Source: an optimization exercise on an open RTL-to-GDS flow (aim: small area). Production flows keep margins and buffers that such runs may drop. At most, simulation tests tie the RTL to the original design; equivalence was not proved.

==> flow/design.v <==
package calcDataPkg;
	typedef logic [16-1:0] operandT;
	typedef logic [32-1:0] resultT;
endpackage
package calcCtrlPkg;
	typedef logic [4-1:0] opcodeT;
	typedef logic [1:0] errorT;
endpackage
module addSub (
	input  calcDataPkg::operandT a,
	input  calcDataPkg::operandT b,
	input  logic    subtract,
	input  logic    restore,
	output calcDataPkg::operandT diff,
	output logic    carryOut
);
	localparam int N = 16;
	calcDataPkg::operandT bInv;  
	calcDataPkg::operandT gen;   
	calcDataPkg::operandT pro;   
	logic [N:0]           c;     
	logic                 take;  
	assign bInv = b ^ {N{subtract}};
	always_comb
	begin
		gen = a & bInv;
		pro = a | bInv;
		gen[0] = (a[0] & bInv[0]) | (pro[0] & subtract);
		pro[0] = 1'b0;
		for (int d = 1; d < N; d = d * 2)
			for (int j = 2 * d - 1; j < N; j = j + 2 * d)
			begin
				gen[j] = gen[j] | (pro[j] & gen[j - d]);
				pro[j] = pro[j] & pro[j - d];
			end
		for (int d = N / 4; d >= 1; d = d / 2)
			for (int j = 3 * d - 1; j < N; j = j + 2 * d)
			begin
				gen[j] = gen[j] | (pro[j] & gen[j - d]);
				pro[j] = pro[j] & pro[j - d];
			end
	end
	assign c        = {gen, subtract};
	assign carryOut = c[N];
	assign take     = ~restore | carryOut;
	assign diff     = a ^ ((bInv ^ c[N-1:0]) & {N{take}});
endmodule
module arrayMultiplier (
	input  calcDataPkg::operandT a,
	input  calcDataPkg::operandT b,
	output calcDataPkg::resultT  product
);
	localparam int N    = 16;
	localparam int Rows = N - 1;  
	logic [N-1:0] partial [N];     
	logic [N-1:0] augend  [Rows];  
	logic [N-1:0] rowSum  [Rows];
	logic [N:0]   carry   [Rows];  
	genvar i, j;
	generate
		for (i = 0; i < N; i++)
		begin : gPartial
			assign partial[i] = b & {N{a[i]}};
		end
		for (i = 0; i < Rows; i++)
		begin : gRow
			if (i == 0)
			begin : gFirst
				assign augend[i] = {1'b0, partial[0][N-1:1]};
			end
			else
			begin : gNext
				assign augend[i] = {carry[i - 1][N], rowSum[i - 1][N-1:1]};
			end
			assign carry[i][0] = 1'b0;
			for (j = 0; j < N; j++)
			begin : gBit
				if (j == 0)
				begin : gHalf
					assign rowSum[i][j]    = augend[i][j] ^ partial[i + 1][j];
					assign carry[i][j + 1] = augend[i][j] & partial[i + 1][j];
				end
				else
				begin : gFull
					assign rowSum[i][j]    = augend[i][j] ^ partial[i + 1][j] ^ carry[i][j];
					assign carry[i][j + 1] = (augend[i][j] & partial[i + 1][j]) |
					                         (augend[i][j] & carry[i][j]) |
					                         (partial[i + 1][j] & carry[i][j]);
				end
			end
		end
		assign product[0] = partial[0][0];
		for (i = 0; i < Rows - 1; i++)
		begin : gLowBits
			assign product[i + 1] = rowSum[i][0];
		end
	endgenerate
	assign product[2*N-1:Rows] = {carry[Rows - 1][N], rowSum[Rows - 1]};
endmodule
module divRow #(
	parameter int W = 16
) (
	input  logic [W-1:0] trial,    
	input  logic [W-1:0] divisor,  
	input  logic         fits,     
	output logic         q,        
	output logic [W-1:0] rem       
);
	localparam int L = (W > 8) ? 4 : (W > 4) ? 3 : (W > 2) ? 2 : 1;  
	logic [W-1:0] b;          
	logic [W-1:0] gen [L+1];  
	logic [W-1:0] pro [L+1];  
	logic [W:0]   c;          
	logic [W-1:0] diff;
	assign b = ~divisor;
	always_comb
	begin
		gen[0] = trial & b;
		pro[0] = trial | b;
		gen[0][0] = trial[0] | b[0];
		pro[0][0] = 1'b0;
		gen[0][W-1] = gen[0][W-1] & fits;
		pro[0][W-1] = pro[0][W-1] & fits;
	end
	genvar l, j;
	generate
		for (l = 0; l < L; l++)
		begin : gLevel
			for (j = 0; j < W; j++)
			begin : gBit
				if ((j >> l) & 1)
				begin : gMerge
					localparam int M = ((j >> l) << l) - 1;
					assign gen[l + 1][j] = gen[l][j] | (pro[l][j] & gen[l][M]);
					assign pro[l + 1][j] = pro[l][j] & pro[l][M];
				end
				else
				begin : gPass
					assign gen[l + 1][j] = gen[l][j];
					assign pro[l + 1][j] = pro[l][j];
				end
			end
		end
	endgenerate
	assign c    = {gen[L], 1'b1};
	assign diff = b ^ c[W-1:0];
	assign q    = c[W];
	assign rem  = trial ^ (diff & {W{q}});
endmodule
module divider (
	input  calcDataPkg::operandT dividend,
	input  calcDataPkg::operandT divisor,
	input  logic    add,        
	input  logic    sub,        
	output calcDataPkg::operandT quotient,
	output calcDataPkg::operandT remainder,  
	output logic    carryOut,   
	output logic    divByZero
);
	localparam int N = 16;
	logic [N-1:0] rem [N+1];  
	assign divByZero = (divisor == '0);
	assign rem[N]    = '0;
	genvar k;
	generate
		for (k = N - 1; k >= 1; k--)
		begin : gRow
			localparam int W = N - k;  
			logic [W-1:0] trial;
			logic [W-1:0] rowRem;
			logic         fits;
			if (W == 1)
			begin : gTop
				assign trial = dividend[k];
			end
			else
			begin : gMid
				assign trial = {rem[k + 1][W-2:0], dividend[k]};
			end
			assign fits = (divisor[N-1:W] == '0) & ~(add | sub);
			divRow #(.W(W)) uRow (
				.trial   (trial),
				.divisor (divisor[W-1:0]),
				.fits    (fits),
				.q       (quotient[k]),
				.rem     (rowRem)
			);
			assign rem[k] = {{(N-W){1'b0}}, rowRem};
		end
	endgenerate
	addSub uLastRow (
		.a        ({rem[1][N-2:0], dividend[0]}),
		.b        (divisor),
		.subtract (~add),
		.restore  (~(add | sub)),
		.diff     (rem[0]),
		.carryOut (carryOut)
	);
	assign quotient[0] = carryOut;
	assign remainder = rem[0];
endmodule
module accumulatorCalc (
	input  logic    clk,
	input  logic    reset,
	input  calcCtrlPkg::opcodeT  opcode,
	input  calcDataPkg::operandT operand,
	output calcDataPkg::resultT  result,
	output calcCtrlPkg::errorT   error
);
	calcDataPkg::resultT  acc;      
	calcCtrlPkg::errorT   errReg;   
	calcDataPkg::operandT accLow;   
	calcDataPkg::resultT  nextAcc;
	calcCtrlPkg::errorT   nextErr;
	logic    opAdd, opSub, opMul, opDiv, opMod, opPreset, opReset;
	logic    sumCarry;   
	calcDataPkg::resultT  product;
	calcDataPkg::operandT quotient;
	calcDataPkg::operandT remainder;  
	logic    divByZero;
	logic    selMul, selQuot, selRem, selPreset, hold;
	assign accLow = acc[16-1:0];
	assign opAdd    = (opcode == 4'd2);
	assign opSub    = (opcode == 4'd3);
	assign opMul    = (opcode == 4'd4);
	assign opDiv    = (opcode == 4'd5);
	assign opMod    = (opcode == 4'd6);
	assign opPreset = (opcode == 4'd15);
	assign opReset  = (opcode == 4'd1);
	arrayMultiplier uMultiplier (
		.a       (operand),
		.b       (accLow),
		.product (product)
	);
	divider uDivider (
		.dividend  (operand),
		.divisor   (accLow),
		.add       (opAdd),
		.sub       (opSub),
		.quotient  (quotient),
		.remainder (remainder),
		.carryOut  (sumCarry),
		.divByZero (divByZero)
	);
	assign selMul    = ~reset & opMul;
	assign selQuot   = ~reset & opDiv & ~divByZero;
	assign selRem    = ~reset & ((opMod & ~divByZero) | opAdd | opSub);
	assign selPreset = ~reset & opPreset;
	assign hold      = ~reset & ~(opAdd | opSub | opMul | opPreset | opReset |
	                              ((opDiv | opMod) & ~divByZero));
	assign nextAcc[32-1:16] =
		({16{selMul}} & product[32-1:16]) |
		({16{hold}}   & acc[32-1:16]);
	assign nextAcc[16-1:0] =
		({16{selMul}}  & product[16-1:0]) |
		({16{selQuot}} & quotient) |
		({16{selRem}}  & remainder) |
		({16{hold}}    & accLow) |
		16'(selPreset);
	assign nextErr[0] = ~reset & ((opAdd & sumCarry) | (opSub & ~sumCarry));  
	assign nextErr[1] = ~reset & (opDiv | opMod) & divByZero;
	always_ff @(posedge clk)
	begin
		acc    <= nextAcc;
		errReg <= nextErr;
	end
	assign result = acc;
	assign error  = errReg;
endmodule
clock: 32.0 ns
lec_check: 0
cap_margin: 20
core_margin: 2
core_utilization: 65
cts_buf_list: sky130_fd_sc_hd__clkbuf_8
gpl_timing_driven: 0
slew_margin: 20
standard.sh (not shown) runs the stock make flow with config.mk's settings and CLKGATE_MAP_FILE= SYNTH_SCRIPT=/design/flow/synth_recipe.tcl, a recipe that flattens the netlist after the stock synthesis.
==> flow/flow/run.sh <==
#!/bin/bash
# The standard layout, with synthesis mapping the logic through an area-oriented ABC script
# (and without Yosys's early generic ABC pass, so full adders are found in their written
# polarity), the ports buffered with the smallest buffer and no dummy clock-tree loads.
set -euo pipefail
here=$(pwd)
export FLOW_ABC_SCRIPT=$here/flow/abc.script
export FLOW_ABC_D=20000
export BUFFER_PORTS_ARGS="-buffer_cell sky130_fd_sc_hd__buf_1"
export CTS_ARGS="-sink_clustering_enable -repair_clock_nets -buf_list sky130_fd_sc_hd__clkbuf_8 -dont_use_dummy_load"
bash standard.sh SYNTH_SCRIPT=$here/flow/synth.tcl "BUFFER_PORTS_ARGS=$BUFFER_PORTS_ARGS" "CTS_ARGS=$CTS_ARGS" finish > $here/make.log 2>&1
==> flow/flow/abc.script <==
strash
dch
map -a
topo
stime -c
dnsize -c
==> flow/flow/synth.tcl <==
# Standard synthesis (synth_recipe.tcl), with ABC run on an area-oriented script
proc synth {args} { yosys synth -nofsm -noshare -noabc {*}$args }
proc abc {args} {
  set i [lsearch -exact $args -script]
  if {$i >= 0} { set args [lreplace $args $i [expr {$i + 1}] -script $::env(FLOW_ABC_SCRIPT)] }
  set j [lsearch -exact $args -D]
  if {$j >= 0} { set args [lreplace $args $j [expr {$j + 1}] -D $::env(FLOW_ABC_D)] }
  puts "abc with: $args"
  yosys abc {*}$args
}
source $::env(SCRIPTS_DIR)/synth.tcl
# left out here: clear keep_hierarchy, flatten, clean up, hide names made inside functions, write 1_2_yosys.v
Change:
--- a/flow/design.v
+++ b/flow/design.v
@@ -112,17 +112,10 @@
 	logic [W-1:0] pro [L+1];  
 	logic [W:0]   c;          
 	logic [W-1:0] diff;
 	assign b = ~divisor;
-	always_comb
-	begin
-		gen[0] = trial & b;
-		pro[0] = trial | b;
-		gen[0][0] = trial[0] | b[0];
-		pro[0][0] = 1'b0;
-		gen[0][W-1] = gen[0][W-1] & fits;
-		pro[0][W-1] = pro[0][W-1] & fits;
-	end
+	assign gen[0] = {trial[W-1:1] & b[W-1:1], trial[0] | b[0]};
+	assign pro[0] = {trial[W-1:1] | b[W-1:1], 1'b0};
 	genvar l, j;
 	generate
 		for (l = 0; l < L; l++)
 		begin : gLevel
@@ -143,9 +136,9 @@
 		end
 	endgenerate
 	assign c    = {gen[L], 1'b1};
 	assign diff = b ^ c[W-1:0];
-	assign q    = c[W];
+	assign q    = fits & c[W];
 	assign rem  = trial ^ (diff & {W{q}});
 endmodule
 module divider (
 	input  calcDataPkg::operandT dividend,
@@ -176,9 +169,9 @@
 			else
 			begin : gMid
 				assign trial = {rem[k + 1][W-2:0], dividend[k]};
 			end
-			assign fits = (divisor[N-1:W] == '0) & ~(add | sub);
+			assign fits = (divisor[N-1:W] == '0);
 			divRow #(.W(W)) uRow (
 				.trial   (trial),
 				.divisor (divisor[W-1:0]),
 				.fits    (fits),
@@ -188,9 +181,9 @@
 			assign rem[k] = {{(N-W){1'b0}}, rowRem};
 		end
 	endgenerate
 	addSub uLastRow (
-		.a        ({rem[1][N-2:0], dividend[0]}),
+		.a        (add | sub ? dividend : {rem[1][N-2:0], dividend[0]}),
 		.b        (divisor),
 		.subtract (~add),
 		.restore  (~(add | sub)),
 		.diff     (rem[0]),
What happened: Wire length rises by 5.2%. Setup slack is worse by 0.54 ns. Via count rises by 3.6%. Worst hold slack is about the same.
The RTL of the second run of this note was laid out without a check of its function.

static timing again, ports no longer ideal:
In the flow no input, the clock included, has a driving cell. The finished layouts below were timed again as built, in two steps. Step 1, drivers: a clkbuf_16 drives clk and a buf_2 each remaining input, both assumed. Step 2 times the ports against the registers' clock, not the clock port: input delays grow and output delays shrink by t, the midpoint of the rising clock arrivals with the driver on. Slacks: ideal / step 1 / step 2; pairs: ideal / step 1.
run | shift t [ns] | setup WS [ns] | worst register clock-pin slew, ns | worst data-port slew with drivers (ns)
the first run | 0.324 | 2.390 / 2.399 / 2.075 | 0.07 / 0.07 | 0.03
the second run | 0.326 | 1.849 / 1.859 / 1.534 | 0.07 / 0.07 | 0.03
After both steps every run listed still meets setup and hold.
